What follows belongs to an exercise in optimizing a design on an open flow for small area; a production flow would make more cautious choices.
The RTL was checked by simulation tests, not by an equivalence proof against the original design.

$ cat design/flow/design.v
package aes_enc_pkg;
   localparam logic [6:0] CNT_START = 7'd56;
endpackage
module aes_sbox
(
   input  logic [7:0] i_byte,
   output logic [7:0] o_byte
);
   logic U0, U1, U2, U3, U4, U5, U6, U7;
   logic T1, T2, T3, T4, T5, T6, T7, T8, T9, T10;
   logic T11, T12, T13, T14, T15, T16, T17, T18, T19, T20;
   logic T21, T22, T23, T24, T25, T26, T27, M1, M2, M3;
   logic M4, M5, M6, M7, M8, M9, M10, M11, M12, M13;
   logic M14, M15, M16, M17, M18, M19, M20, M21, M22, M23;
   logic M24, M25, M26, M27, M28, M29, M30, M31, M32, M33;
   logic M34, M35, M36, M37, M38, M39, M40, M41, M42, M43;
   logic M44, M45, M46, M47, M48, M49, M50, M51, M52, M53;
   logic M54, M55, M56, M57, M58, M59, M60, M61, M62, M63;
   logic L0, L1, L2, L3, L4, L5, L6, L7, L8, L9;
   logic L10, L11, L12, L13, L14, L15, L16, L17, L18, L19;
   logic L20, L21, L22, L23, L24, L25, L26, L27, L28, L29;
   logic S0, S1, S2, S3, S4, S5, S6, S7;
   assign {U0, U1, U2, U3, U4, U5, U6, U7} = i_byte;
   assign T1 = U0 ^ U3;
   assign T2 = U0 ^ U5;
   assign T3 = U0 ^ U6;
   assign T4 = U3 ^ U5;
   assign T5 = U4 ^ U6;
   assign T6 = T1 ^ T5;
   assign T7 = U1 ^ U2;
   assign T8 = U7 ^ T6;
   assign T9 = U7 ^ T7;
   assign T10 = T6 ^ T7;
   assign T11 = U1 ^ U5;
   assign T12 = U2 ^ U5;
   assign T13 = T3 ^ T4;
   assign T14 = T6 ^ T11;
   assign T15 = T5 ^ T11;
   assign T16 = T5 ^ T12;
   assign T17 = T9 ^ T16;
   assign T18 = U3 ^ U7;
   assign T19 = T7 ^ T18;
   assign T20 = T1 ^ T19;
   assign T21 = U6 ^ U7;
   assign T22 = T7 ^ T21;
   assign T23 = T2 ^ T22;
   assign T24 = T2 ^ T10;
   assign T25 = T20 ^ T17;
   assign T26 = T3 ^ T16;
   assign T27 = T1 ^ T12;
   assign M1 = T13 & T6;
   assign M2 = T23 & T8;
   assign M3 = T14 ^ M1;
   assign M4 = T19 & U7;
   assign M5 = M4 ^ M1;
   assign M6 = T3 & T16;
   assign M7 = T22 & T9;
   assign M8 = T26 ^ M6;
   assign M9 = T20 & T17;
   assign M10 = M9 ^ M6;
   assign M11 = T1 & T15;
   assign M12 = T4 & T27;
   assign M13 = M12 ^ M11;
   assign M14 = T2 & T10;
   assign M15 = M14 ^ M11;
   assign M16 = M3 ^ M2;
   assign M17 = M5 ^ T24;
   assign M18 = M8 ^ M7;
   assign M19 = M10 ^ M15;
   assign M20 = M16 ^ M13;
   assign M21 = M17 ^ M15;
   assign M22 = M18 ^ M13;
   assign M23 = M19 ^ T25;
   assign M24 = M22 ^ M23;
   assign M25 = M22 & M20;
   assign M26 = M21 ^ M25;
   assign M27 = M20 ^ M21;
   assign M28 = M23 ^ M25;
   assign M29 = M28 & M27;
   assign M30 = M26 & M24;
   assign M31 = M20 & M23;
   assign M32 = M27 & M31;
   assign M33 = M27 ^ M25;
   assign M34 = M21 & M22;
   assign M35 = M24 & M34;
   assign M36 = M24 ^ M25;
   assign M37 = M21 ^ M29;
   assign M38 = M32 ^ M33;
   assign M39 = M23 ^ M30;
   assign M40 = M35 ^ M36;
   assign M41 = M38 ^ M40;
   assign M42 = M37 ^ M39;
   assign M43 = M37 ^ M38;
   assign M44 = M39 ^ M40;
   assign M45 = M42 ^ M41;
   assign M46 = M44 & T6;
   assign M47 = M40 & T8;
   assign M48 = M39 & U7;
   assign M49 = M43 & T16;
   assign M50 = M38 & T9;
   assign M51 = M37 & T17;
   assign M52 = M42 & T15;
   assign M53 = M45 & T27;
   assign M54 = M41 & T10;
   assign M55 = M44 & T13;
   assign M56 = M40 & T23;
   assign M57 = M39 & T19;
   assign M58 = M43 & T3;
   assign M59 = M38 & T22;
   assign M60 = M37 & T20;
   assign M61 = M42 & T1;
   assign M62 = M45 & T4;
   assign M63 = M41 & T2;
   assign L0 = M61 ^ M62;
   assign L1 = M50 ^ M56;
   assign L2 = M46 ^ M48;
   assign L3 = M47 ^ M55;
   assign L4 = M54 ^ M58;
   assign L5 = M49 ^ M61;
   assign L6 = M62 ^ L5;
   assign L7 = M46 ^ L3;
   assign L8 = M51 ^ M59;
   assign L9 = M52 ^ M53;
   assign L10 = M53 ^ L4;
   assign L11 = M60 ^ L2;
   assign L12 = M48 ^ M51;
   assign L13 = M50 ^ L0;
   assign L14 = M52 ^ M61;
   assign L15 = M55 ^ L1;
   assign L16 = M56 ^ L0;
   assign L17 = M57 ^ L1;
   assign L18 = M58 ^ L8;
   assign L19 = M63 ^ L4;
   assign L20 = L0 ^ L1;
   assign L21 = L1 ^ L7;
   assign L22 = L3 ^ L12;
   assign L23 = L18 ^ L2;
   assign L24 = L15 ^ L9;
   assign L25 = L6 ^ L10;
   assign L26 = L7 ^ L9;
   assign L27 = L8 ^ L10;
   assign L28 = L11 ^ L14;
   assign L29 = L11 ^ L17;
   assign S0 = L6 ^ L24;
   assign S1 = ~(L16 ^ L26);
   assign S2 = ~(L19 ^ L28);
   assign S3 = L6 ^ L21;
   assign S4 = L20 ^ L22;
   assign S5 = L25 ^ L29;
   assign S6 = ~(L13 ^ L27);
   assign S7 = ~(L6 ^ L23);
   assign o_byte = {S0, S1, S2, S3, S4, S5, S6, S7};
endmodule
import aes_enc_pkg::*;
module aes_word_enc_core
(
   input  logic         clk,
   input  logic         reset,
   input  logic         start,
   input  logic         selEncDec,
   input  logic [127:0] key_in,
   input  logic [31:0]  data_in,
   output logic [31:0]  data_out,
   output logic [6:0]   signals
);
   function automatic logic [7:0] xtime(input logic [7:0] b);
      xtime = {b[6:0], 1'b0} ^ (b[7] ? 8'h1b : 8'h00);
   endfunction
   logic [6:0]   r_cnt;
   logic [31:0]  r_k0, r_k1, r_k2, r_k3, r_k4;
   logic [39:0]  r_s0;
   logic [31:0]  r_s1, r_s2, r_s3;
   logic [31:0]  r_dout;
   logic         w_idle;
   logic [6:0]   w_e;        
   logic [6:0]   w_t;        
   logic         w_ksel;     
   logic         w_wr;       
   logic         w_load;     
   logic         w_last;     
   logic         w_kplain;   
   logic         w_dld;      
   logic [7:0]   w_rcon;
   logic [3:0]   w_rnd;
   logic [7:0]   w_sbi [4];
   logic [7:0]   w_a   [4];
   logic [7:0]   w_tt;
   logic [31:0]  w_mix;
   logic [31:0]  w_wd;
   logic [31:0]  w_kx;
   assign w_idle = (r_cnt == 7'd0) || (r_cnt == 7'd127);
   assign w_e    = r_cnt - 7'd55;
   assign w_t    = r_cnt - 7'd56;
   always_comb begin
      w_ksel = 1'b0;
      w_rcon = 8'h00;
      for (int k = 1; k <= 10; k++) begin
         if (w_e == 7'(2 + 5 * k)) begin
            w_ksel = 1'b1;
            w_rcon = (k == 9) ? 8'h1b : (k == 10) ? 8'h36 : 8'(1 << (k - 1));
         end
      end
   end
   assign w_wr     = !w_idle && w_e >= 7'd3 && w_e <= 7'd56 && !w_ksel;
   assign w_load   = !w_idle && w_e >= 7'd3 && w_e <= 7'd6;
   assign w_last   = w_e >= 7'd53;
   assign w_kplain = !w_idle && w_e <= 7'd5;
   assign w_dld    = !w_idle && w_e >= 7'd68 && w_e <= 7'd71;
   always_comb begin
      w_rnd = 4'd0;
      for (int k = 1; k <= 10; k++)
         if (w_t >= 7'(6 * k) && w_t < 7'(6 * k + 6)) w_rnd = 4'(k);
   end
   assign signals  = {r_cnt >= 7'd124, r_cnt >= 7'd123, w_rnd, r_cnt >= 7'd57};
   assign data_out = r_dout;
   assign w_sbi[0] = w_ksel ? r_k3[23:16] : r_s0[7:0];
   assign w_sbi[1] = w_ksel ? r_k3[15:8]  : r_s1[7:0];
   assign w_sbi[2] = w_ksel ? r_k3[7:0]   : r_s2[7:0];
   assign w_sbi[3] = w_ksel ? r_k3[31:24] : r_s3[7:0];
   for (genvar g = 0; g < 4; g++) begin : g_sbox
      aes_sbox u_sbox (
         .i_byte (w_sbi[g]),
         .o_byte (w_a[g])
      );
   end
   assign w_tt = w_a[0] ^ w_a[1] ^ w_a[2] ^ w_a[3];
   always_comb begin
      for (int r = 0; r < 4; r++)
         w_mix[8 * (3 - r) +: 8] = w_a[r] ^ ({8{!w_last}} & (w_tt ^ xtime(w_a[r] ^ w_a[(r + 1) % 4])));
   end
   assign w_wd = (w_load ? data_in : w_mix) ^ r_k4;
   assign w_kx = w_ksel   ? ({w_a[0], w_a[1], w_a[2], w_a[3]} ^ {w_rcon, 24'h000000}) :
                 w_kplain ? 32'h00000000 : r_k4;
   always_ff @(posedge clk) begin
      if (reset)          r_cnt <= 7'd0;
      else if (w_idle) begin
         r_cnt <= (start && !selEncDec) ? CNT_START : 7'd0;
      end else            r_cnt <= r_cnt + 7'd1;
   end
   always_ff @(posedge clk) begin
      r_k0 <= r_k1;
      if (w_idle) begin
         {r_k1, r_k2, r_k3, r_k4} <= key_in;
      end else begin
         r_k1 <= r_k2;
         r_k2 <= r_k3;
         r_k3 <= r_k4;
         r_k4 <= r_k0 ^ w_kx;
      end
   end
   always_ff @(posedge clk) begin
      r_s0 <= {(w_wr ? w_wd[31:24] : r_s0[7:0]), r_s0[39:8]};
      r_s1 <= {(w_wr ? w_wd[23:16] : r_s1[7:0]), r_s1[31:8]};
      if (w_ksel) r_s2 <= {r_s2[15:0], r_s2[31:16]};
      else        r_s2 <= {(w_wr ? w_wd[15:8] : r_s2[7:0]), r_s2[31:8]};
      if (w_ksel) r_s3 <= {r_s3[23:0], r_s3[31:24]};
      else        r_s3 <= {(w_wr ? w_wd[7:0] : r_s3[7:0]), r_s3[31:8]};
   end
   always_ff @(posedge clk) begin
      if (reset)      r_dout <= 32'h00000000;
      else if (w_dld) r_dout <= {r_s0[7:0], r_s1[15:8], r_s2[15:8], r_s3[15:8]};
   end
endmodule
$ cat design/flow/flow/run.sh
#!/bin/bash
# Own flow: the standard layout (standard.sh), except that synthesis runs own_synth.tcl,
# which is synth_recipe.tcl with Yosys's abc pass given abc_area.script. Registers, their names
# and cell types are those of the standard synthesis (ABC maps only the combinational logic).
# Each step's full output goes to a log file of its own in the work folder.
set -euo pipefail
W=$PWD
bash standard.sh SYNTH_SCRIPT="$W/flow/own_synth.tcl" synth > "$W/own_synth.log" 2>&1
bash standard.sh finish > "$W/own_layout.log" 2>&1
$ cat design/flow/flow/abc_area.script
strash
balance
rewrite
refactor
balance
rewrite
rewrite -z
balance
refactor -z
rewrite -z
balance
dch -f
amap
topo
$ cat design/flow/flow/own_synth.tcl
set own_abc_script [file join [file dirname [file normalize [info script]]] abc_area.script]
proc synth {args} { yosys synth -nofsm -noshare {*}$args }
proc abc {args} {
  set i [lsearch -exact $args -script]
  if {$i >= 0} { lset args [expr {$i + 1}] $::own_abc_script }
  yosys abc {*}$args
}
source $::env(SCRIPTS_DIR)/synth.tcl
# left out here: clear keep_hierarchy, flatten, clean up, hide names made inside functions, write 1_2_yosys.v
$ cat design/flow/standard.sh
#!/bin/bash
# synth_recipe.tcl (not shown) runs the flow's synth.tcl, then flattens the netlist and writes it again
# the make line also repeats each setting of config.mk as NAME=value (left out here)
make -C /OpenROAD-flow-scripts/flow DESIGN_CONFIG=/design/flow/config.mk WORK_HOME=/design/flow/orfs CLKGATE_MAP_FILE= SYNTH_SCRIPT=/design/flow/synth_recipe.tcl "${@:-finish}"
$ cat design/flow/config.mk
export PLATFORM = sky130hd
export DESIGN_NAME = aes_word_enc_core
export DESIGN_NICKNAME = aes_word_enc_core
export VERILOG_FILES = /design/flow/design.v
export SDC_FILE = /design/flow/constraint.sdc
export NUM_CORES = 4
export LEC_CHECK = 0
export CAP_MARGIN = 20
export CORE_MARGIN = 2
export CORE_UTILIZATION = 40
export SLEW_MARGIN = 20
$ cat design/flow/constraint.sdc
create_clock -name core_clock -period 25.0 [get_ports {clk}]
set_input_delay 5.0000 -clock core_clock [delete_from_list [all_inputs] [get_ports {clk}]]
set_output_delay 5.0000 -clock core_clock [all_outputs]
set_load 0.01 [all_outputs]
==> summary.txt, run 1 <==
Timing
  • Worst-case hold slack: about 0.32 ns
  • Headroom to the max-slew limit: 35.12%
  • Final total negative setup slack: 0 ns
  • Worst Max-Slew Pin Slew: between 0.9 and 1 ns
  • Final Worst Setup Slack: ~11 ns
  • Final clock period utilization by the worst path: a little under three fifths
  • Unrepaired setup endpoints after global routing: no
  • Final-report setup violation count: 0
  • Tmin final: about 14 ns
  • Post-Route Skew: 0.01508 ns
  • Final Hold Fails: 0
  • Peak Freq: 69.65 MHz
  • Number of pins with negative max-slew slack in the final report: 0

Global route
  • Total global-route track usage: a little over a quarter
  • Maximum number of pins on one net before global-route repair: roughly 90
  • Global route total overflow: 0
  • Initial antenna violation count: 0
  • Number of global-route vias before repair: around 15000
  • First-pass GRT wire length: roughly 88000 um

Setup path
  • Data required, critical path: ~25 ns
  • Highest fanout seen on the critical path: between 50 and 60
  • Worst setup path startpoint: r_cnt[2]$_SDFF_PP0_
  • Slowest cell delay on critical path: about 0.73 ns
  • End of the critical path: r_s2[31]$_DFF_P_
  • Length in cells of the worst reg-to-reg path: 49
  • Signal arrival time at the worst endpoint: 14.77 ns
  • Most numerous cell on the critical path: sky130_fd_sc_hd__clkinv_1
  • Slowest CP cell: sky130_fd_sc_hd__o311ai_0
  • Crit. End Element: register
  • Buffer and inverter count on the worst path: 14
  • Worst setup path class: register to register
  • Reg-to-reg slack, setup: around 11 ns
  • Startpoint of the worst-slack reg-to-reg timing path: r_cnt[2]$_SDFF_PP0_
  • Critical register-to-register path endpoint: r_s2[31]$_DFF_P_
  • Startpoint type of the worst setup path: register
  • CP top delay family: compound AO/OA/AOI/OAI gates
  • Count of cell instances traversed by the critical path: around 50

Detailed routing
  • Post-detailed-route wirelength per cell: ~20 um
  • Violation count after the first detailed-route iteration: around 1200
  • Number of design rule violations left after detail routing: 0
  • Via count: between 15000 and 20000
  • Total wire length after detailed routing: between 50000 and 60000 um
  • Post-route antenna net violation count: 0
  • Vias per Instance: ~5.5
  • DRT Pass-1 Iters: 6

Floorplanning
  • Die width: a little over 200 um
  • Num ports: 203
  • Area of the core region: approximately 0.04 mm^2
  • Die H: between 200 and 250 um
  • Die area: around 0.042 mm^2
  • Initial core utilization: about two fifths
  • Floorplan row count: between 70 and 80

Clock network
  • TritonCTS clock tree: done
  • Skew-Pair Late Insertion Delay: ~0.55 ns
  • TritonCTS Buffers: 37
  • Gates resized, CTS repair: 0
  • Number of buffers inserted to repair setup after CTS: 0
  • Number of H-tree branching levels: 2
  • Total number of clock tree sinks: roughly 340
  • Maximum clock insertion buffer count: 3
  • Root buf cell: sky130_fd_sc_hd__clkbuf_16
  • Clock edge transition at the registers on the reported setup and hold paths: 0.06 ns
  • Number of buffers added to fix hold violations after cts: 0

Finish
  • Layout Area Growth over Synthesis: 24.63%
  • Final net count: about 2600
  • Antenna Diode Count: 0
  • Final instance count without filler cells: 2984
  • Fraction of layout cells with a size suffix above 1: under 10%

Yosys
  • Count of flip-flops with a built-in enable after synthesis: 0
  • Sequential area share after synthesis: roughly 41%
  • Synthesized area per cell: between 7 and 8 um^2
  • Leading area contributor after synthesis: sky130_fd_sc_hd__dfxtp_1
  • Fraction of registers with async set/reset: 0%
  • Leading cell type by number of instances after synthesis: sky130_fd_sc_hd__nor2_1
  • Post-synthesis cell type count: 38
  • Post-synthesis instance total: 2170
  • Number of synthesized register bits: 335
  • Top-area cell type share of the netlist area: between 40% and 50%
  • Nets in the synthesized netlist: between 2000 and 2500
  • Total number of yosys warnings: 4
  • Most frequent cells after synthesis: sky130_fd_sc_hd__nor2_1, sky130_fd_sc_hd__dfxtp_1, sky130_fd_sc_hd__clkinv_1, sky130_fd_sc_hd__a21oi_1, sky130_fd_sc_hd__o22ai_1
  • Leading post-synthesis cells by cell area: sky130_fd_sc_hd__dfxtp_1, sky130_fd_sc_hd__o22ai_1, sky130_fd_sc_hd__nor2_1
  • Mapped cell area: roughly 0.016 mm^2
  • Most used flip-flop cell after synthesis: sky130_fd_sc_hd__dfxtp_1

Place
  • Worst slack at placement: 10.94 ns
  • Number of instances in the placed design: 2921
  • Sum of net half-perimeters after detailed placement: ~44000 um
  • Global placer's final weighted congestion: about 0.97
  • IO buf count: slightly above 200

Worst hold path
  • Worst hold stages: 0
  • HP Class: register to register

Run status
  • Status: timing/DRC/antenna clean

Job
  • Number of violations of the max-capacitance limit: 0
[logic make-up (layout without fill, tap and decap cells)]
kind of cell             count (synthesis)  after routing  synth area share [%]
flip-flops                             335            335                 41.03
buffers and inverters                  300            582                 6.889
AO/OA/AOI/OAI                          910            910                 35.51
XOR/XNOR                                13             13                0.6966
adder cells (fa/ha/maj)                 21             21                 1.607
AND/OR/NAND/NOR                        591            591                 14.27
[metrics by stage]
step                      utilization [%]  area (um^2)
after global routing                50.23        20370
after global placement              47.38        19210
after CTS                           50.23        20370
final                               50.23        20370
after detailed placement            47.38        19210
after floorplan                         -        16350
[final cells by class]
class / count / area (um^2)
fillers: 3992 / 20180
multi-input cells: 1535 / 8563
flip-flops and latches: 335 / 6706
repair buffers: 219 / 2150
inverters: 300 / 1129
clock buffers: 53 / 1046
well taps: 532 / 665.6
clock inverters: 10 / 112.6
[state kept, by name (all words and copies together) (netlist names)]
register	cells
r_s0	40
r_dout	32
r_k0	32
r_k1	32
r_k2	32
r_k3	32
r_k4	32
r_s1	32
r_s2	32
r_s3	32
r_cnt	7
[cells in the final DEF (no fill, tap or decap), drive strengths merged, types with 3 or more instances in the layout]
cell type and n:
inv 3, dfxtp 335, o22a 95, nor2 403
o21ai 153, o311ai 4, a22o 32, xnor2 5
o211ai 4, o22ai 254, a211oi 11, o31ai 7
o221ai 9, xor2 8, o21a 8, clkdlybuf4s50 202
clkinv 303, nand2 130, a22oi 15, nand3 6
a21oi 258, clkbuf 53, nor3 20, o32ai 7
or2 6, o32a 8, buf 17, nor2b 13
a31oi 6, nand4 4, nor4 7, o221a 30
ha 21
[worst min path at each step]
| stage | from | end | slack (ns) |
|---|---|---|---|
| 6_report | r_s0[25]$_DFF_P_ | r_s0[17]$_DFF_P_ | 0.32 |
| 3_5_place_dp | r_k1[0]$_DFF_P_ | r_k0[0]$_DFF_P_ | 0.31 |
| 2_1_floorplan | r_k1[0]$_DFF_P_ | r_k0[0]$_DFF_P_ | 0.31 |
| 3_3_place_gp | r_s0[17]$_DFF_P_ | r_s0[9]$_DFF_P_ | 0.31 |
| 5_1_grt | r_s0[27]$_DFF_P_ | r_s0[19]$_DFF_P_ | 0.33 |
| 4_1_cts | r_s1[24]$_DFF_P_ | r_s1[16]$_DFF_P_ | 0.32 |
[routing by layer]
metal | routed length (um) | share of wire (%) | GRT usage, %
met1 | 27180 | 47 | 37.51
met2 | 26080 | 45 | 43.58
met3 | 3531 | 6.1 | 3.769
met4 | 1501 | 2.6 | 8.495
met5 | 0 | 0 | 0
==> run 2, diff against run 1 <==
==> design/flow/run.sh (new file) <==
#!/bin/bash
# synth_recipe.tcl (not shown) runs the flow's synth.tcl, then flattens the netlist and writes it again
# the make line also repeats each setting of config.mk as NAME=value (left out here)
make -C /OpenROAD-flow-scripts/flow DESIGN_CONFIG=/design/flow/config.mk WORK_HOME=/design/flow/orfs CLKGATE_MAP_FILE= SYNTH_SCRIPT=/design/flow/synth_recipe.tcl finish
--- a/design/flow/config.mk
+++ b/design/flow/config.mk
@@ -6,4 +6,5 @@
 export NUM_CORES = 4
 export LEC_CHECK = 0
+export ABC_AREA = 1
 export CAP_MARGIN = 20
 export CORE_MARGIN = 2
removed: design/flow/flow/run.sh
removed: design/flow/flow/abc_area.script
removed: design/flow/flow/own_synth.tcl
removed: design/flow/standard.sh
==> run 2 against run 1 <==
Non-clock buffer count fell by 4. Fmax grew 62%. First-iteration DRC count rose by 83%. Via count grew 49%. Highest routed layer is now met5. Area after synthesis increased by 39%. Register-to-register slack better by 5.5 ns. Die area is 39% higher. Clock skew rose by 0.016 ns.
==> summary.txt, run 2 <==
Yosys
  • Most used flip-flop cell after synthesis: sky130_fd_sc_hd__dfxtp_1
  • Leading cell type by number of instances after synthesis: sky130_fd_sc_hd__nand2_1
  • Total number of yosys warnings: 4 (unchanged)
  • Leading post-synthesis cells by cell area: sky130_fd_sc_hd__dfxtp_1, sky130_fd_sc_hd__nand2_1, sky130_fd_sc_hd__nand3_1
  • Most frequent cells after synthesis: sky130_fd_sc_hd__nand2_1, sky130_fd_sc_hd__nand3_1, sky130_fd_sc_hd__dfxtp_1, sky130_fd_sc_hd__inv_1, sky130_fd_sc_hd__o21ai_0
  • Leading area contributor after synthesis: sky130_fd_sc_hd__dfxtp_1
  • Nets in the synthesized netlist: 3992 (+70%)
  • Number of synthesized register bits: 335 (unchanged)
  • Count of flip-flops with a built-in enable after synthesis: 0 (unchanged)
  • Top-area cell type share of the netlist area: 29.43% (-12 points)
  • Synthesized area per cell: 5.985 um^2 (-21%)
  • Fraction of registers with async set/reset: 0% (unchanged)
  • Post-synthesis cell type count: 55 (+45%)
  • Post-synthesis instance total: 3807 (+75%)
  • Mapped cell area: 0.02278 mm^2 (+39%)
  • Sequential area share after synthesis: 29.43% (-12 points)

Place
  • IO buf count: 202 (unchanged)
  • Global placer's final weighted congestion: 0.9775 (+0.62%)
  • Sum of net half-perimeters after detailed placement: 63110 um (+45%)

Job
  • Number of violations of the max-capacitance limit: 0 (unchanged)

Timing
  • Unrepaired setup endpoints after global routing: no
  • Final clock period utilization by the worst path: 35.37% (-22 points)
  • Worst Max-Slew Pin Slew: 1.036 ns (+0.07272 ns)
  • Peak Freq: 113.1 MHz (+62%)
  • Tmin final: 8.843 ns (-5.515 ns)
  • Number of pins with negative max-slew slack in the final report: 0 (unchanged)
  • Final total negative setup slack: 0 ns (unchanged)
  • Headroom to the max-slew limit: 30.95% (-4.2 points)
  • Post-Route Skew: 0.03074 ns (+0.01566 ns)
  • Final-report setup violation count: 0 (unchanged)
  • Worst-case hold slack: 0.3067 ns (-0.01701 ns)
  • Final Hold Fails: 0 (unchanged)

Floorplanning
  • Die area: 0.05889 mm^2 (+39%)
  • Initial core utilization: 40.41% (+0.10 points)
  • Die width: 242.7 um (+18%)
  • Floorplan row count: 87 (+18%)
  • Num ports: 203 (unchanged)
  • Area of the core region: 0.05639 mm^2 (+39%)
  • Die H: 242.7 um (+18%)

Detailed routing
  • Post-detailed-route wirelength per cell: 17.09 um (-13%)
  • Violation count after the first detailed-route iteration: 2184 (+83%)
  • Post-route antenna net violation count: 0 (unchanged)
  • Number of design rule violations left after detail routing: 0 (unchanged)
  • DRT Pass-1 Iters: 6 (unchanged)
  • Total wire length after detailed routing: 81230 um (+39%)
  • Vias per Instance: 5.163 (-6.5%)
  • Via count: 24538 (+49%)

Clock network
  • Number of H-tree branching levels: 2 (unchanged)
  • Clock edge transition at the registers on the reported setup and hold paths: 0.06 ns (about the same)
  • TritonCTS clock tree: done
  • Number of buffers inserted to repair setup after CTS: 0 (unchanged)
  • Gates resized, CTS repair: 0 (unchanged)
  • Total number of clock tree sinks: 335 (unchanged)
  • Skew-Pair Late Insertion Delay: 0.57 ns (+0.02 ns)
  • Number of buffers added to fix hold violations after cts: 0 (unchanged)
  • Maximum clock insertion buffer count: 3 (unchanged)
  • TritonCTS Buffers: 38 (+2.7%)
  • Root buf cell: sky130_fd_sc_hd__clkbuf_16

Finish
  • Commonest cells after routing, fill and taps aside: sky130_fd_sc_hd__nand2_1, sky130_fd_sc_hd__nand3_1, sky130_fd_sc_hd__dfxtp_1
  • Flip-flop count of the largest register, all copies and words added: 40 (unchanged)
  • Fraction of layout cells with a size suffix above 1: 9.957% (+6.7 points)
  • Most common cell after layout, fill and taps aside: sky130_fd_sc_hd__nand2_1
  • Final net count: 4154 (+59%)
  • Total of fill cells in the finished design: 6053 (+52%)
  • Biggest register: r_s0
  • Antenna Diode Count: 0 (unchanged)
  • Layout Area Growth over Synthesis: 16.96%

Setup path
  • Most numerous cell on the critical path: sky130_fd_sc_hd__nand2_1
  • Highest fanout seen on the critical path: 141 (+160%)
  • Length in cells of the worst reg-to-reg path: 49 (unchanged)
  • Worst setup path class: register to register
  • Reg-to-reg slack, setup: 16.16 ns (+5.52 ns)
  • Critical register-to-register path endpoint: r_s2[26]$_DFF_P_
  • CP top delay family: simple AND/OR/NAND/NOR gates
  • Buffer and inverter count on the worst path: 5 (-9)
  • Slowest CP cell: sky130_fd_sc_hd__nand2_8
  • Signal arrival time at the worst endpoint: 9.28 ns (-5.49 ns)
  • Startpoint type of the worst setup path: register
  • Crit. End Element: register
  • Data required, critical path: 25.44 ns (+0.03 ns)
  • Startpoint of the worst-slack reg-to-reg timing path: r_cnt[0]$_SDFF_PP0_
  • Slowest cell delay on critical path: 0.73 ns (about the same)

Run status
  • Status: timing/DRC/antenna clean

Global route
  • Maximum number of pins on one net before global-route repair: 142 (+61%)
  • Global route total overflow: 0 (unchanged)
  • First-pass GRT wire length: 125400 um (+43%)
  • Total global-route track usage: 26.99% (-0.12 points)
  • Number of global-route vias before repair: 22391 (+48%)
  • Initial antenna violation count: 2 (+2)

Worst hold path
  • Worst hold stages: 0 (unchanged)
  • HP Start: r_k1[20]$_DFF_P_
  • HP Class: register to register
  • End point of the most critical hold path: r_k0[20]$_DFF_P_
-- run 2: worst max-delay path by stage --
stage	startpoint	end	slack [ns]	cells past startpoint
after floorplan	r_cnt[4]$_SDFF_PP0_	signals[3]	18.08	12
after global placement	r_cnt[0]$_SDFF_PP0_	r_s3[27]$_DFF_P_	16.60	50
after detailed placement	r_cnt[0]$_SDFF_PP0_	r_s3[27]$_DFF_P_	16.45	50
after CTS	r_cnt[0]$_SDFF_PP0_	r_s3[27]$_DFF_P_	16.40	50
after global routing	r_cnt[0]$_SDFF_PP0_	r_s2[26]$_DFF_P_	15.39	50
final	r_cnt[0]$_SDFF_PP0_	r_s2[26]$_DFF_P_	16.16	49
-- run 2: kinds of logic (layout without fill, tap and decap cells) --
group / after synthesis / after routing / share of synthesized area (%)
XOR/XNOR: 92 / 92 / 3.833
adder cells (fa/ha/maj): 21 / 21 / 1.153
buffers and inverters: 405 / 595 / 7.501
AO/OA/AOI/OAI: 278 / 278 / 6.689
AND/OR/NAND/NOR: 2676 / 2676 / 51.39
flip-flops: 335 / 335 / 29.43
-- run 2: layout make-up --
cell class	instances	area [um^2]	share of cell area, %
sequential	335	6706	25.17
timing repair buffer	215	2120	7.954
clock buffer	53	1119	4.198
clock inverter	15	182.7	0.6855
multi-input combinational	3067	14400	54.04
tap	756	945.9	3.550
inverter	312	1175	4.409
-- run 2: worst register-to-register path, delay by kind of cell, from the launching register on --
family        cells  cell delay (ns)
fa+ha+maj         2             0.62
flops             1             0.61
buf+inv           5             1.06
simple gates     39             5.84
xor+xnor          3             0.60
-- run 2: per-stage QoR --
stage	setup WS [ns]	area, um^2	instances	util, %
4_1_cts	16.40	26650	4753	47.26
5_1_grt	15.39	26650	4753	47.26
3_5_place_dp	16.45	25350	4685	44.95
3_3_place_gp	16.60	25350	4685	44.95
6_report	16.16	26650	4753	47.26
2_1_floorplan	18.08	22780	3807	-
-- run 2: layer usage --
metal / part of all wire [%] / vias up / wire length [um] / track usage, %
met5: 0.020 / - / 16 / 0
met4: 4.4 / 2 / 3595 / 11.42
met3: 7.3 / 156 / 5916 / 4.146
met2: 43 / 847 / 35240 / 42.47
met1: 45 / 11070 / 36470 / 36.69
li1: - / 12463 / - / -
==> run 3, diff against run 2 <==
--- a/design/flow/design.v
+++ b/design/flow/design.v
@@ -1,5 +1,101 @@
 package aes_enc_pkg;
    localparam logic [6:0] CNT_START = 7'd56;
+   localparam logic [6:0] CNT_LAST  = 7'd127;
 endpackage
+module aes_enc_sched
+(
+   input  logic [6:0] i_cnt,
+   output logic       o_ksel,     
+   output logic [7:0] o_rcon,     
+   output logic       o_wr,       
+   output logic       o_load,     
+   output logic       o_last,     
+   output logic       o_kplain,   
+   output logic       o_dld,      
+   output logic       o_kv,
+   output logic       o_done,
+   output logic       o_ov,
+   output logic [3:0] o_rnd
+);
+   always_comb begin
+      o_ksel = 1'b0; o_rcon = 8'h00; o_wr = 1'b0; o_load = 1'b0; o_last = 1'b0;
+      o_kplain = 1'b0; o_dld = 1'b0; o_kv = 1'b0; o_done = 1'b0; o_ov = 1'b0; o_rnd = 4'd0;
+      case (i_cnt)
+         7'd56: begin o_kplain = 1'b1; end
+         7'd57: begin o_kplain = 1'b1; o_kv = 1'b1; end
+         7'd58: begin o_wr = 1'b1; o_load = 1'b1; o_kplain = 1'b1; o_kv = 1'b1; end
+         7'd59: begin o_wr = 1'b1; o_load = 1'b1; o_kplain = 1'b1; o_kv = 1'b1; end
+         7'd60: begin o_wr = 1'b1; o_load = 1'b1; o_kplain = 1'b1; o_kv = 1'b1; end
+         7'd61: begin o_wr = 1'b1; o_load = 1'b1; o_kv = 1'b1; end
+         7'd62: begin o_ksel = 1'b1; o_kv = 1'b1; o_rcon = 8'h01; o_rnd = 4'd1; end
+         7'd63: begin o_wr = 1'b1; o_kv = 1'b1; o_rnd = 4'd1; end
+         7'd64: begin o_wr = 1'b1; o_kv = 1'b1; o_rnd = 4'd1; end
+         7'd65: begin o_wr = 1'b1; o_kv = 1'b1; o_rnd = 4'd1; end
+         7'd66: begin o_wr = 1'b1; o_kv = 1'b1; o_rnd = 4'd1; end
+         7'd67: begin o_ksel = 1'b1; o_kv = 1'b1; o_rcon = 8'h02; o_rnd = 4'd1; end
+         7'd68: begin o_wr = 1'b1; o_kv = 1'b1; o_rnd = 4'd2; end
+         7'd69: begin o_wr = 1'b1; o_kv = 1'b1; o_rnd = 4'd2; end
+         7'd70: begin o_wr = 1'b1; o_kv = 1'b1; o_rnd = 4'd2; end
+         7'd71: begin o_wr = 1'b1; o_kv = 1'b1; o_rnd = 4'd2; end
+         7'd72: begin o_ksel = 1'b1; o_kv = 1'b1; o_rcon = 8'h04; o_rnd = 4'd2; end
+         7'd73: begin o_wr = 1'b1; o_kv = 1'b1; o_rnd = 4'd2; end
+         7'd74: begin o_wr = 1'b1; o_kv = 1'b1; o_rnd = 4'd3; end
+         7'd75: begin o_wr = 1'b1; o_kv = 1'b1; o_rnd = 4'd3; end
+         7'd76: begin o_wr = 1'b1; o_kv = 1'b1; o_rnd = 4'd3; end
+         7'd77: begin o_ksel = 1'b1; o_kv = 1'b1; o_rcon = 8'h08; o_rnd = 4'd3; end
+         7'd78: begin o_wr = 1'b1; o_kv = 1'b1; o_rnd = 4'd3; end
+         7'd79: begin o_wr = 1'b1; o_kv = 1'b1; o_rnd = 4'd3; end
+         7'd80: begin o_wr = 1'b1; o_kv = 1'b1; o_rnd = 4'd4; end
+         7'd81: begin o_wr = 1'b1; o_kv = 1'b1; o_rnd = 4'd4; end
+         7'd82: begin o_ksel = 1'b1; o_kv = 1'b1; o_rcon = 8'h10; o_rnd = 4'd4; end
+         7'd83: begin o_wr = 1'b1; o_kv = 1'b1; o_rnd = 4'd4; end
+         7'd84: begin o_wr = 1'b1; o_kv = 1'b1; o_rnd = 4'd4; end
+         7'd85: begin o_wr = 1'b1; o_kv = 1'b1; o_rnd = 4'd4; end
+         7'd86: begin o_wr = 1'b1; o_kv = 1'b1; o_rnd = 4'd5; end
+         7'd87: begin o_ksel = 1'b1; o_kv = 1'b1; o_rcon = 8'h20; o_rnd = 4'd5; end
+         7'd88: begin o_wr = 1'b1; o_kv = 1'b1; o_rnd = 4'd5; end
+         7'd89: begin o_wr = 1'b1; o_kv = 1'b1; o_rnd = 4'd5; end
+         7'd90: begin o_wr = 1'b1; o_kv = 1'b1; o_rnd = 4'd5; end
+         7'd91: begin o_wr = 1'b1; o_kv = 1'b1; o_rnd = 4'd5; end
+         7'd92: begin o_ksel = 1'b1; o_kv = 1'b1; o_rcon = 8'h40; o_rnd = 4'd6; end
+         7'd93: begin o_wr = 1'b1; o_kv = 1'b1; o_rnd = 4'd6; end
+         7'd94: begin o_wr = 1'b1; o_kv = 1'b1; o_rnd = 4'd6; end
+         7'd95: begin o_wr = 1'b1; o_kv = 1'b1; o_rnd = 4'd6; end
+         7'd96: begin o_wr = 1'b1; o_kv = 1'b1; o_rnd = 4'd6; end
+         7'd97: begin o_ksel = 1'b1; o_kv = 1'b1; o_rcon = 8'h80; o_rnd = 4'd6; end
+         7'd98: begin o_wr = 1'b1; o_kv = 1'b1; o_rnd = 4'd7; end
+         7'd99: begin o_wr = 1'b1; o_kv = 1'b1; o_rnd = 4'd7; end
+         7'd100: begin o_wr = 1'b1; o_kv = 1'b1; o_rnd = 4'd7; end
+         7'd101: begin o_wr = 1'b1; o_kv = 1'b1; o_rnd = 4'd7; end
+         7'd102: begin o_ksel = 1'b1; o_kv = 1'b1; o_rcon = 8'h1b; o_rnd = 4'd7; end
+         7'd103: begin o_wr = 1'b1; o_kv = 1'b1; o_rnd = 4'd7; end
+         7'd104: begin o_wr = 1'b1; o_kv = 1'b1; o_rnd = 4'd8; end
+         7'd105: begin o_wr = 1'b1; o_kv = 1'b1; o_rnd = 4'd8; end
+         7'd106: begin o_wr = 1'b1; o_kv = 1'b1; o_rnd = 4'd8; end
+         7'd107: begin o_ksel = 1'b1; o_kv = 1'b1; o_rcon = 8'h36; o_rnd = 4'd8; end
+         7'd108: begin o_wr = 1'b1; o_last = 1'b1; o_kv = 1'b1; o_rnd = 4'd8; end
+         7'd109: begin o_wr = 1'b1; o_last = 1'b1; o_kv = 1'b1; o_rnd = 4'd8; end
+         7'd110: begin o_wr = 1'b1; o_last = 1'b1; o_kv = 1'b1; o_rnd = 4'd9; end
+         7'd111: begin o_wr = 1'b1; o_last = 1'b1; o_kv = 1'b1; o_rnd = 4'd9; end
+         7'd112: begin o_kv = 1'b1; o_rnd = 4'd9; end
+         7'd113: begin o_kv = 1'b1; o_rnd = 4'd9; end
+         7'd114: begin o_kv = 1'b1; o_rnd = 4'd9; end
+         7'd115: begin o_kv = 1'b1; o_rnd = 4'd9; end
+         7'd116: begin o_kv = 1'b1; o_rnd = 4'd10; end
+         7'd117: begin o_kv = 1'b1; o_rnd = 4'd10; end
+         7'd118: begin o_kv = 1'b1; o_rnd = 4'd10; end
+         7'd119: begin o_kv = 1'b1; o_rnd = 4'd10; end
+         7'd120: begin o_kv = 1'b1; o_rnd = 4'd10; end
+         7'd121: begin o_kv = 1'b1; o_rnd = 4'd10; end
+         7'd122: begin o_kv = 1'b1; end
+         7'd123: begin o_dld = 1'b1; o_kv = 1'b1; o_done = 1'b1; end
+         7'd124: begin o_dld = 1'b1; o_kv = 1'b1; o_done = 1'b1; o_ov = 1'b1; end
+         7'd125: begin o_dld = 1'b1; o_kv = 1'b1; o_done = 1'b1; o_ov = 1'b1; end
+         7'd126: begin o_dld = 1'b1; o_kv = 1'b1; o_done = 1'b1; o_ov = 1'b1; end
+         7'd127: begin o_kv = 1'b1; o_done = 1'b1; o_ov = 1'b1; end
+         default: ;
+      endcase
+   end
+endmodule
 module aes_sbox
 (
@@ -173,6 +269,4 @@
    logic [31:0]  r_dout;
    logic         w_idle;
-   logic [6:0]   w_e;        
-   logic [6:0]   w_t;        
    logic         w_ksel;     
    logic         w_wr;       
@@ -181,36 +275,28 @@
    logic         w_kplain;   
    logic         w_dld;      
+   logic         w_kv, w_done, w_ov;
    logic [7:0]   w_rcon;
    logic [3:0]   w_rnd;
    logic [7:0]   w_sbi [4];
    logic [7:0]   w_a   [4];
-   logic [7:0]   w_tt;
    logic [31:0]  w_mix;
    logic [31:0]  w_wd;
    logic [31:0]  w_kx;
-   assign w_idle = (r_cnt == 7'd0) || (r_cnt == 7'd127);
-   assign w_e    = r_cnt - 7'd55;
-   assign w_t    = r_cnt - 7'd56;
-   always_comb begin
-      w_ksel = 1'b0;
-      w_rcon = 8'h00;
-      for (int k = 1; k <= 10; k++) begin
-         if (w_e == 7'(2 + 5 * k)) begin
-            w_ksel = 1'b1;
-            w_rcon = (k == 9) ? 8'h1b : (k == 10) ? 8'h36 : 8'(1 << (k - 1));
-         end
-      end
-   end
-   assign w_wr     = !w_idle && w_e >= 7'd3 && w_e <= 7'd56 && !w_ksel;
-   assign w_load   = !w_idle && w_e >= 7'd3 && w_e <= 7'd6;
-   assign w_last   = w_e >= 7'd53;
-   assign w_kplain = !w_idle && w_e <= 7'd5;
-   assign w_dld    = !w_idle && w_e >= 7'd68 && w_e <= 7'd71;
-   always_comb begin
-      w_rnd = 4'd0;
-      for (int k = 1; k <= 10; k++)
-         if (w_t >= 7'(6 * k) && w_t < 7'(6 * k + 6)) w_rnd = 4'(k);
-   end
-   assign signals  = {r_cnt >= 7'd124, r_cnt >= 7'd123, w_rnd, r_cnt >= 7'd57};
+   assign w_idle = (r_cnt == 7'd0) || (r_cnt == CNT_LAST);
+   aes_enc_sched u_sched (
+      .i_cnt    (r_cnt),
+      .o_ksel   (w_ksel),
+      .o_rcon   (w_rcon),
+      .o_wr     (w_wr),
+      .o_load   (w_load),
+      .o_last   (w_last),
+      .o_kplain (w_kplain),
+      .o_dld    (w_dld),
+      .o_kv     (w_kv),
+      .o_done   (w_done),
+      .o_ov     (w_ov),
+      .o_rnd    (w_rnd)
+   );
+   assign signals  = {w_ov, w_done, w_rnd, w_kv};
    assign data_out = r_dout;
    assign w_sbi[0] = w_ksel ? r_k3[23:16] : r_s0[7:0];
@@ -224,4 +310,5 @@
       );
    end
+   logic [7:0] w_tt;
    assign w_tt = w_a[0] ^ w_a[1] ^ w_a[2] ^ w_a[3];
    always_comb begin
==> design/flow/flow/run.sh (new file) <==
#!/bin/bash
# Own flow: the standard layout (standard.sh), except that synthesis runs own_synth.tcl,
# which is synth_recipe.tcl with Yosys's abc pass given abc_area.script, and the port buffers are
# the smallest buffer cell. Registers, their names
# and cell types are those of the standard synthesis (ABC maps only the combinational logic).
# Each step's full output goes to a log file of its own in the work folder.
set -euo pipefail
W=$PWD
bash standard.sh SYNTH_SCRIPT="$W/flow/own_synth.tcl" synth > "$W/own_synth.log" 2>&1
# Ports are buffered as in the standard flow, with the smallest buffer instead of ORFS's pick.
bash standard.sh BUFFER_PORTS_ARGS="-buffer_cell sky130_fd_sc_hd__buf_1" finish > "$W/own_layout.log" 2>&1
==> design/flow/flow/abc_area.script (new file) <==
strash
balance
rewrite
refactor
balance
rewrite
rewrite -z
balance
refactor -z
rewrite -z
balance
dch -f
amap
topo
==> design/flow/flow/own_synth.tcl (new file) <==
set own_abc_script [file join [file dirname [file normalize [info script]]] abc_area.script]
proc synth {args} { yosys synth -nofsm -noshare {*}$args }
proc abc {args} {
  set i [lsearch -exact $args -script]
  if {$i >= 0} { lset args [expr {$i + 1}] $::own_abc_script }
  yosys abc {*}$args
}
source $::env(SCRIPTS_DIR)/synth.tcl
# left out here: clear keep_hierarchy, flatten, clean up, hide names made inside functions, write 1_2_yosys.v
==> design/flow/standard.sh (new file) <==
#!/bin/bash
# synth_recipe.tcl (not shown) runs the flow's synth.tcl, then flattens the netlist and writes it again
# the make line also repeats each setting of config.mk as NAME=value (left out here)
make -C /OpenROAD-flow-scripts/flow DESIGN_CONFIG=/design/flow/config.mk WORK_HOME=/design/flow/orfs CLKGATE_MAP_FILE= SYNTH_SCRIPT=/design/flow/synth_recipe.tcl "${@:-finish}"
--- a/design/flow/config.mk
+++ b/design/flow/config.mk
@@ -6,5 +6,4 @@
 export NUM_CORES = 4
 export LEC_CHECK = 0
-export ABC_AREA = 1
 export CAP_MARGIN = 20
 export CORE_MARGIN = 2
removed: design/flow/run.sh
==> run 3 against run 2 <==
Still clean. First-iteration DRC count fell by 42%. Flip-flop and latch count is the same. Count of clock-buffer cells in the layout did not move. Register-to-register slack got worse by 4.1 ns. Sequential share of layout area rose by 9.9 points. Critical endpoint is now r_s3[31]$_DFF_P_. Largest cell class unchanged.
==> summary.txt, run 3 <==
Yosys
  • Main combinational cell family by area after synthesis: compound AO/OA/AOI/OAI gates
  • Most used flip-flop cell after synthesis: sky130_fd_sc_hd__dfxtp_1
  • Share of synthesized cell area in full adder, half adder and majority cells: 1.621% (+0.47 points)
  • Post-synthesis cell type count: 37 (-33%)
  • Complex-gate fraction of the synthesized area: 35.77% (+29 points)
  • Share of cell area taken by muxes after synthesis: 0% (unchanged)
  • Top-area cell type share of the netlist area: 41.36% (+12 points)
  • Synthesized area per cell: 7.666 um^2 (+28%)
  • Mapped cell area: 0.01621 mm^2 (-29%)
  • Post-synthesis instance total: 2115 (-44%)
  • Number of synthesized register bits: 335 (unchanged)
  • Sequential area share after synthesis: 41.36% (+12 points)
  • Total number of yosys warnings: 5 (+1)
  • Share of the synthesized netlist area taken by xor and xnor gates: 0.5942% (-3.2 points)
  • Nets in the synthesized netlist: 2300 (-42%)
  • Fraction of registers with async set/reset: 0% (unchanged)
  • Most frequent cells after synthesis: sky130_fd_sc_hd__nor2_1, sky130_fd_sc_hd__dfxtp_1, sky130_fd_sc_hd__clkinv_1, sky130_fd_sc_hd__o22ai_1, sky130_fd_sc_hd__a21oi_1
  • Leading cell type by number of instances after synthesis: sky130_fd_sc_hd__nor2_1
  • Post-synthesis share of cell area spent on and, or, nand and nor gates: 13.68% (-38 points)
  • Leading area contributor after synthesis: sky130_fd_sc_hd__dfxtp_1
  • Count of flip-flops with a built-in enable after synthesis: 0 (unchanged)
  • Leading post-synthesis cells by cell area: sky130_fd_sc_hd__dfxtp_1, sky130_fd_sc_hd__o22ai_1, sky130_fd_sc_hd__nor2_1

Timing
  • Headroom to the max-slew limit: 33.08% (+2.1 points)
  • Final-report setup violation count: 0 (unchanged)
  • Unrepaired setup endpoints after global routing: no
  • Final Worst Setup Slack: 12.09 ns (-4.067 ns)
  • Tmin final: 12.91 ns (+4.067 ns)
  • Worst Max-Slew Pin Slew: 1.004 ns (-0.03200 ns)
  • Final Hold Fails: 0 (unchanged)
  • Post-Route Skew: 0.03193 ns (+0.001190 ns)
  • Peak Freq: 77.46 MHz (-32%)
  • Final clock period utilization by the worst path: 51.64% (+16 points)
  • Final total negative setup slack: 0 ns (unchanged)
  • Number of pins with negative max-slew slack in the final report: 0 (unchanged)

Clock network
  • Total number of clock tree sinks: 335 (unchanged)
  • Number of buffers added to fix hold violations after cts: 0 (unchanged)
  • TritonCTS clock tree: done
  • Number of buffers inserted to repair setup after CTS: 0 (unchanged)
  • Gates resized, CTS repair: 0 (unchanged)
  • Maximum clock insertion buffer count: 3 (unchanged)
  • Number of H-tree branching levels: 2 (unchanged)
  • Root buf cell: sky130_fd_sc_hd__clkbuf_16
  • Clock edge transition at the registers on the reported setup and hold paths: 0.06 ns (about the same)
  • Skew-Pair Late Insertion Delay: 0.56 ns (about the same)
  • TritonCTS Buffers: 38 (unchanged)

Detailed routing
  • Post-detailed-route wirelength per cell: 20.04 um (+17%)
  • Total wire length after detailed routing: 58660 um (-28%)
  • Number of design rule violations left after detail routing: 0 (unchanged)
  • Post-route antenna net violation count: 0 (unchanged)
  • Violation count after the first detailed-route iteration: 1273 (-42%)
  • DRT Pass-1 Iters: 7 (+1)
  • Vias per Instance: 5.624 (+8.9%)
  • Via count: 16466 (-33%)

Setup path
  • Crit. End Element: register
  • End of the critical path: r_s3[31]$_DFF_P_
  • Startpoint type of the worst setup path: register
  • Data required, critical path: 25.38 ns (-0.06 ns)
  • Highest fanout seen on the critical path: 66 (-53%)
  • Length in cells of the worst reg-to-reg path: 46 (-6.1%)
  • Worst setup path class: register to register
  • Worst setup path startpoint: r_cnt[3]$_SDFF_PP0_
  • Startpoint of the worst-slack reg-to-reg timing path: r_cnt[3]$_SDFF_PP0_
  • Slowest CP cell: sky130_fd_sc_hd__o311ai_0
  • Critical register-to-register path endpoint: r_s3[31]$_DFF_P_
  • Reg-to-reg slack, setup: 12.09 ns (-4.07 ns)
  • Slowest cell delay on critical path: 0.82 ns (+0.09 ns)
  • Signal arrival time at the worst endpoint: 13.29 ns (+4.01 ns)

Place
  • Worst slack at placement: 12.45 ns (-3.997 ns)
  • Global placer's final weighted congestion: 0.9369 (-4.2%)
  • IO buf count: 202 (unchanged)
  • Sum of net half-perimeters after detailed placement: 42840 um (-32%)

Finish
  • Flip-flop count of the largest register, all copies and words added: 40 (unchanged)
  • Antenna Diode Count: 0 (unchanged)
  • Most common cell after layout, fill and taps aside: sky130_fd_sc_hd__nor2_1
  • Layout Area Growth over Synthesis: 18.13%
  • Final net count: 2562 (-38%)
  • Commonest cells after routing, fill and taps aside: sky130_fd_sc_hd__nor2_1, sky130_fd_sc_hd__dfxtp_1, sky130_fd_sc_hd__clkinv_1
  • Biggest register: r_s0
  • Total of fill cells in the finished design: 3977 (-34%)
  • Fraction of layout cells with a size suffix above 1: 3.870% (-6.1 points)

Global route
  • Total global-route track usage: 27.53% (+0.54 points)
  • First-pass GRT wire length: 88410 um (-30%)
  • Initial antenna violation count: 0 (-2)
  • Global route total overflow: 0 (unchanged)
  • Maximum number of pins on one net before global-route repair: 87 (-39%)
  • Number of global-route vias before repair: 15263 (-32%)

Floorplanning
  • Die area: 0.04216 mm^2 (-28%)
  • Initial core utilization: 40.62% (+0.21 points)
  • Area of the core region: 0.03991 mm^2 (-29%)
  • Num ports: 203 (unchanged)
  • Die width: 205.3 um (-15%)
  • Die H: 205.3 um (-15%)
  • Floorplan row count: 73 (-16%)

Worst hold path
  • HP Class: register to register

Run status
  • Status: timing/DRC/antenna clean

Job
  • Number of violations of the max-capacitance limit: 0 (unchanged)
run 3: changes by cell type after synthesis, sizes merged, moves of 46 or more:
cell    previous run  this run
nand2           1886       133
nand3            508         4
inv              306         0
clkinv             6       295
o22ai             35       270
nor2             169       372
a21oi             38       220
o22a               0        92
nand4             55         1
clkbuf            51         0
o21ai            187       141
run 3: cells by family (layout without fill, tap and decap cells):
family / Yosys count / after routing
flops: 335 / 335
xor+xnor: 11 / 11
buf+inv: 298 / 586
simple gates: 560 / 560
compound gates: 890 / 890
fa+ha+maj: 21 / 21
run 3: cell type report:
type / count / area (um^2) / area share (%)
timing repair buffer: 225 / 930.9 / 4.861
clock inverter: 13 / 175.2 / 0.9146
sequential: 335 / 6706 / 35.02
multi-input combinational: 1482 / 8439 / 44.06
tap: 525 / 656.9 / 3.430
clock buffer: 53 / 1131 / 5.906
inverter: 295 / 1112 / 5.808
run 3: per-layer routing:
metal	vias up	GRT usage, %	wire length, um
li1	8296	-	-
met4	0	9.198	1778
met2	545	44.46	26270
met1	7511	37.67	26970
met3	114	3.928	3640
met5	-	0	0
run 3: worst min-delay path by stage:
stage	depth (start not counted)	slack, ns	end	from
6_report	0	0.32	r_s0[29]$_DFF_P_	r_s0[37]$_DFF_P_
5_1_grt	0	0.33	r_k0[30]$_DFF_P_	r_k1[30]$_DFF_P_
4_1_cts	0	0.32	r_s1[20]$_DFF_P_	r_s1[28]$_DFF_P_
3_5_place_dp	0	0.31	r_k0[2]$_DFF_P_	r_k1[2]$_DFF_P_
3_3_place_gp	0	0.31	r_k0[22]$_DFF_P_	r_k1[22]$_DFF_P_
2_1_floorplan	0	0.31	r_k0[0]$_DFF_P_	r_k1[0]$_DFF_P_
run 3: per-stage QoR:
stage	hold slack, ns	instances	cell area, um^2	util, %
final	0.3212	2928	19150	47.98
after global routing	0.3265	2928	19150	47.98
after CTS	0.3232	2928	19150	47.98
after detailed placement	0.3121	2862	17850	44.71
after global placement	0.3097	2862	17850	44.71
after floorplan	0.3096	2115	16210	-
run 3: critical path, delay by kind of cell (launching register included):
family,cells,cell delay [ns]
compound gates,22,7.16
buf+inv,12,3.22
simple gates,10,1.27
flops,1,0.62
fa+ha+maj,1,0.29
xor+xnor,1,0.18
==> run 4, diff against run 3 <==
--- a/design/flow/config.mk
+++ b/design/flow/config.mk
@@ -9,3 +9,4 @@
 export CORE_MARGIN = 2
 export CORE_UTILIZATION = 40
+export CTS_BUF_LIST = sky130_fd_sc_hd__clkbuf_4
 export SLEW_MARGIN = 20
==> run 4 against run 3 <==
Still clean on timing, DRC and antenna. Final area fell by 1.1%. Flip-flop and latch count did not move. Synthesized cell count did not move. Setup slack improved by 0.029 ns. Clock skew rose by 0.0064 ns. Sequential share of layout area rose by 0.41 points. Critical path depth did not move. Largest cell class unchanged.
==> summary.txt, run 4 <==
Timing
  • Unrepaired setup endpoints after global routing: no
  • Worst Max-Slew Pin Slew: 0.9948 ns (-0.009020 ns)
  • Peak Freq: 77.63 MHz (+0.22%)
  • Tmin final: 12.88 ns (-0.02850 ns)
  • Number of pins with negative max-slew slack in the final report: 0 (unchanged)
  • Final clock period utilization by the worst path: 51.53% (-0.11 points)
  • Worst-case hold slack: 0.3016 ns (-0.01963 ns)
  • Final Hold Fails: 0 (unchanged)
  • Post-Route Skew: 0.03834 ns (+0.006408 ns)
  • Final-report setup violation count: 0 (unchanged)
  • Headroom to the max-slew limit: 33.68% (+0.60 points)
  • Final total negative setup slack: 0 ns (unchanged)

Place
  • Sum of net half-perimeters after detailed placement: 42840 um (unchanged)
  • IO buf count: 202 (unchanged)
  • Global placer's final weighted congestion: 0.9369 (unchanged)
  • Instance area after placement: 0.01785 mm^2 (unchanged)
  • Number of instances in the placed design: 2862 (unchanged)

Finish
  • Final net count: 2612 (+2.0%)
  • Layout Area Growth over Synthesis: 16.77%
  • Biggest register: r_s0
  • Most common cell after layout, fill and taps aside: sky130_fd_sc_hd__nor2_1
  • Commonest cells after routing, fill and taps aside: sky130_fd_sc_hd__nor2_1, sky130_fd_sc_hd__dfxtp_1, sky130_fd_sc_hd__clkinv_1
  • Final instance count without filler cells: 3014 (+2.9%)
  • Total of fill cells in the finished design: 4041 (+1.6%)
  • Fraction of layout cells with a size suffix above 1: 6.481% (+2.6 points)
  • Flip-flop count of the largest register, all copies and words added: 40 (unchanged)
  • Post-Layout Inst Area: 0.01893 mm^2 (-1.1%)

Clock network
  • Maximum clock insertion buffer count: 3 (unchanged)
  • Skew-Pair Late Insertion Delay: 0.81 ns (+0.25 ns)
  • Number of H-tree branching levels: 3 (+1)
  • TritonCTS clock tree: done
  • Root buf cell: sky130_fd_sc_hd__clkbuf_4
  • Gates resized, CTS repair: 0 (unchanged)
  • Number of buffers inserted to repair setup after CTS: 0 (unchanged)
  • Number of buffers added to fix hold violations after cts: 0 (unchanged)
  • TritonCTS Buffers: 88 (+130%)
  • Total number of clock tree sinks: 335 (unchanged)
  • Clock edge transition at the registers on the reported setup and hold paths: 0.06 ns (about the same)

Global route
  • First-pass GRT wire length: 89260 um (+0.96%)
  • Total global-route track usage: 27.73% (+0.21 points)
  • Global route total overflow: 0 (unchanged)
  • Initial antenna violation count: 2 (+2)
  • Maximum number of pins on one net before global-route repair: 87 (unchanged)
  • Number of global-route vias before repair: 15650 (+2.5%)

Run status
  • Status: timing/DRC/antenna clean

Detailed routing
  • DRT Pass-1 Iters: 6 (-1)
  • Post-detailed-route wirelength per cell: 19.56 um (-2.4%)
  • Via count: 16780 (+1.9%)
  • Total wire length after detailed routing: 58970 um (+0.51%)
  • Post-route antenna net violation count: 0 (unchanged)
  • Vias per Instance: 5.567 (-1.0%)
  • Number of design rule violations left after detail routing: 0 (unchanged)
  • Violation count after the first detailed-route iteration: 1177 (-7.5%)

Floorplanning
  • Die H: 205.3 um (unchanged)
  • Die area: 0.04216 mm^2 (unchanged)
  • Die width: 205.3 um (unchanged)
  • Num ports: 203 (unchanged)
  • Initial core utilization: 40.62% (unchanged)
  • Area of the core region: 0.03991 mm^2 (unchanged)
  • Floorplan row count: 73 (unchanged)

Yosys
  • Number of synthesized register bits: 335 (unchanged)
  • Top-area cell type share of the netlist area: 41.36% (unchanged)
  • Synthesized area per cell: 7.666 um^2 (unchanged)
  • Fraction of registers with async set/reset: 0% (unchanged)
  • Count of flip-flops with a built-in enable after synthesis: 0 (unchanged)
  • Total number of yosys warnings: 5 (unchanged)
  • Post-synthesis instance total: 2115 (unchanged)
  • Leading cell type by number of instances after synthesis: sky130_fd_sc_hd__nor2_1
  • Mapped cell area: 0.01621 mm^2 (unchanged)
  • Leading area contributor after synthesis: sky130_fd_sc_hd__dfxtp_1
  • Sequential area share after synthesis: 41.36% (unchanged)
  • Post-synthesis cell type count: 37 (unchanged)
  • Nets in the synthesized netlist: 2300 (unchanged)
  • Leading post-synthesis cells by cell area: sky130_fd_sc_hd__dfxtp_1, sky130_fd_sc_hd__o22ai_1, sky130_fd_sc_hd__nor2_1
  • Most frequent cells after synthesis: sky130_fd_sc_hd__nor2_1, sky130_fd_sc_hd__dfxtp_1, sky130_fd_sc_hd__clkinv_1, sky130_fd_sc_hd__o22ai_1, sky130_fd_sc_hd__a21oi_1
  • Most used flip-flop cell after synthesis: sky130_fd_sc_hd__dfxtp_1

Setup path
  • Reg-to-reg slack, setup: 12.12 ns (+0.03 ns)
  • Startpoint of the worst-slack reg-to-reg timing path: r_cnt[3]$_SDFF_PP0_
  • End of the critical path: r_s3[31]$_DFF_P_
  • Startpoint type of the worst setup path: register
  • Worst setup path class: register to register
  • Signal arrival time at the worst endpoint: 13.50 ns (+0.21 ns)
  • Data required, critical path: 25.62 ns (+0.24 ns)
  • Highest fanout seen on the critical path: 66 (unchanged)
  • Critical register-to-register path endpoint: r_s3[31]$_DFF_P_
  • Slowest CP cell: sky130_fd_sc_hd__o311ai_0
  • Crit. End Element: register
  • Worst setup path startpoint: r_cnt[3]$_SDFF_PP0_
  • Slowest cell delay on critical path: 0.81 ns (about the same)
  • Length in cells of the worst reg-to-reg path: 46 (unchanged)

Worst hold path
  • HP Class: register to register

Job
  • Number of violations of the max-capacitance limit: 0 (unchanged)
==> run 4: how the worst min path moves through the flow <==
stage	startpoint	end	slack, ns	depth (start not counted)
4_1_cts	r_s1[28]$_DFF_P_	r_s1[20]$_DFF_P_	0.31	0
3_3_place_gp	r_k1[22]$_DFF_P_	r_k0[22]$_DFF_P_	0.31	0
3_5_place_dp	r_k1[2]$_DFF_P_	r_k0[2]$_DFF_P_	0.31	0
2_1_floorplan	r_k1[0]$_DFF_P_	r_k0[0]$_DFF_P_	0.31	0
5_1_grt	r_k1[12]$_DFF_P_	r_k0[12]$_DFF_P_	0.32	0
6_report	r_s1[28]$_DFF_P_	r_s1[20]$_DFF_P_	0.30	0
==> run 4: area by class of cell <==
type	count	area, um^2	area share (%)
Clock inverter	24	150.1	0.7931
Sequential cell	335	6706	35.42
Timing Repair Buffer	225	930.9	4.917
Multi-Input combinational cell	1482	8439	44.58
Inverter	295	1112	5.875
Clock buffer	123	923.4	4.877
Antenna cell	5	12.51	0.06609
Tap cell	525	656.9	3.470
==> run 4: worst max-delay path, delay by kind of cell (launching register included) <==
family | cells | cell delay (ns)
and+or+nand+nor | 10 | 1.27
AOI/OAI and AO/OA | 22 | 7.11
xor gates and xnor gates | 1 | 0.18
buffers and inverters | 12 | 3.16
DFF | 1 | 0.63
adders and majority gates | 1 | 0.29
==> run 4: through the flow <==
| step | worst slack (ns) | util, % |
|---|---|---|
| after floorplan | 9.462 | - |
| after global placement | 12.64 | 44.71 |
| after detailed placement | 12.45 | 44.71 |
| after CTS | 12.40 | 47.40 |
| after global routing | 10.88 | 47.43 |
| final | 12.12 | 47.43 |
==> run 4: logic make-up (layout without fill, tap and decap cells) <==
family	after synthesis	in the layout	share of synthesized area (%)
AOI/OAI and AO/OA	890	890	35.77
buffers and inverters	298	667	6.969
DFF	335	335	41.36
xor gates and xnor gates	11	11	0.5942
adders and majority gates	21	21	1.621
other	0	5	0
and+or+nand+nor	560	560	13.68
==> run 4: routing by layer <==
metal | global-route usage (%) | vias up | routed length (um)
met5 | 0 | - | 0
met2 | 44.67 | 605 | 26560
li1 | - | 8459 | -
met1 | 37.53 | 7611 | 26980
met3 | 4.720 | 105 | 3921
met4 | 9.404 | 0 | 1511

-- re-timing with driven ports --
The results above use ideal ports. As a check the final layouts listed here were re-extracted and re-timed, cells and wires unchanged. Step 1 assumes that a clkbuf_16 drives the clock port and a buf_2 every other input. Step 2 times the ports against the registers' clock, not the clock port: input delays grow and output delays shrink by t, the midpoint of the rising clock arrivals with the driver on. Slacks: ideal / step 1 / step 2; pairs: ideal / step 1.
run | shift t [ns] | setup WS [ns] | slew at the worst register clock pin (ns) | worst slew at a driven data input, ns
run 1 | 0.598 | 10.642 / 10.642 / 10.642 | 0.07 / 0.07 | 0.08
run 2 | 0.613 | 16.157 / 16.157 / 16.157 | 0.07 / 0.07 | 0.06
run 3 | 0.595 | 12.090 / 12.090 / 12.090 | 0.06 / 0.06 | 0.07
run 4 | 0.836 | 12.119 / 12.119 / 12.119 | 0.07 / 0.07 | 0.07
After both steps setup and hold are still met in every run listed.
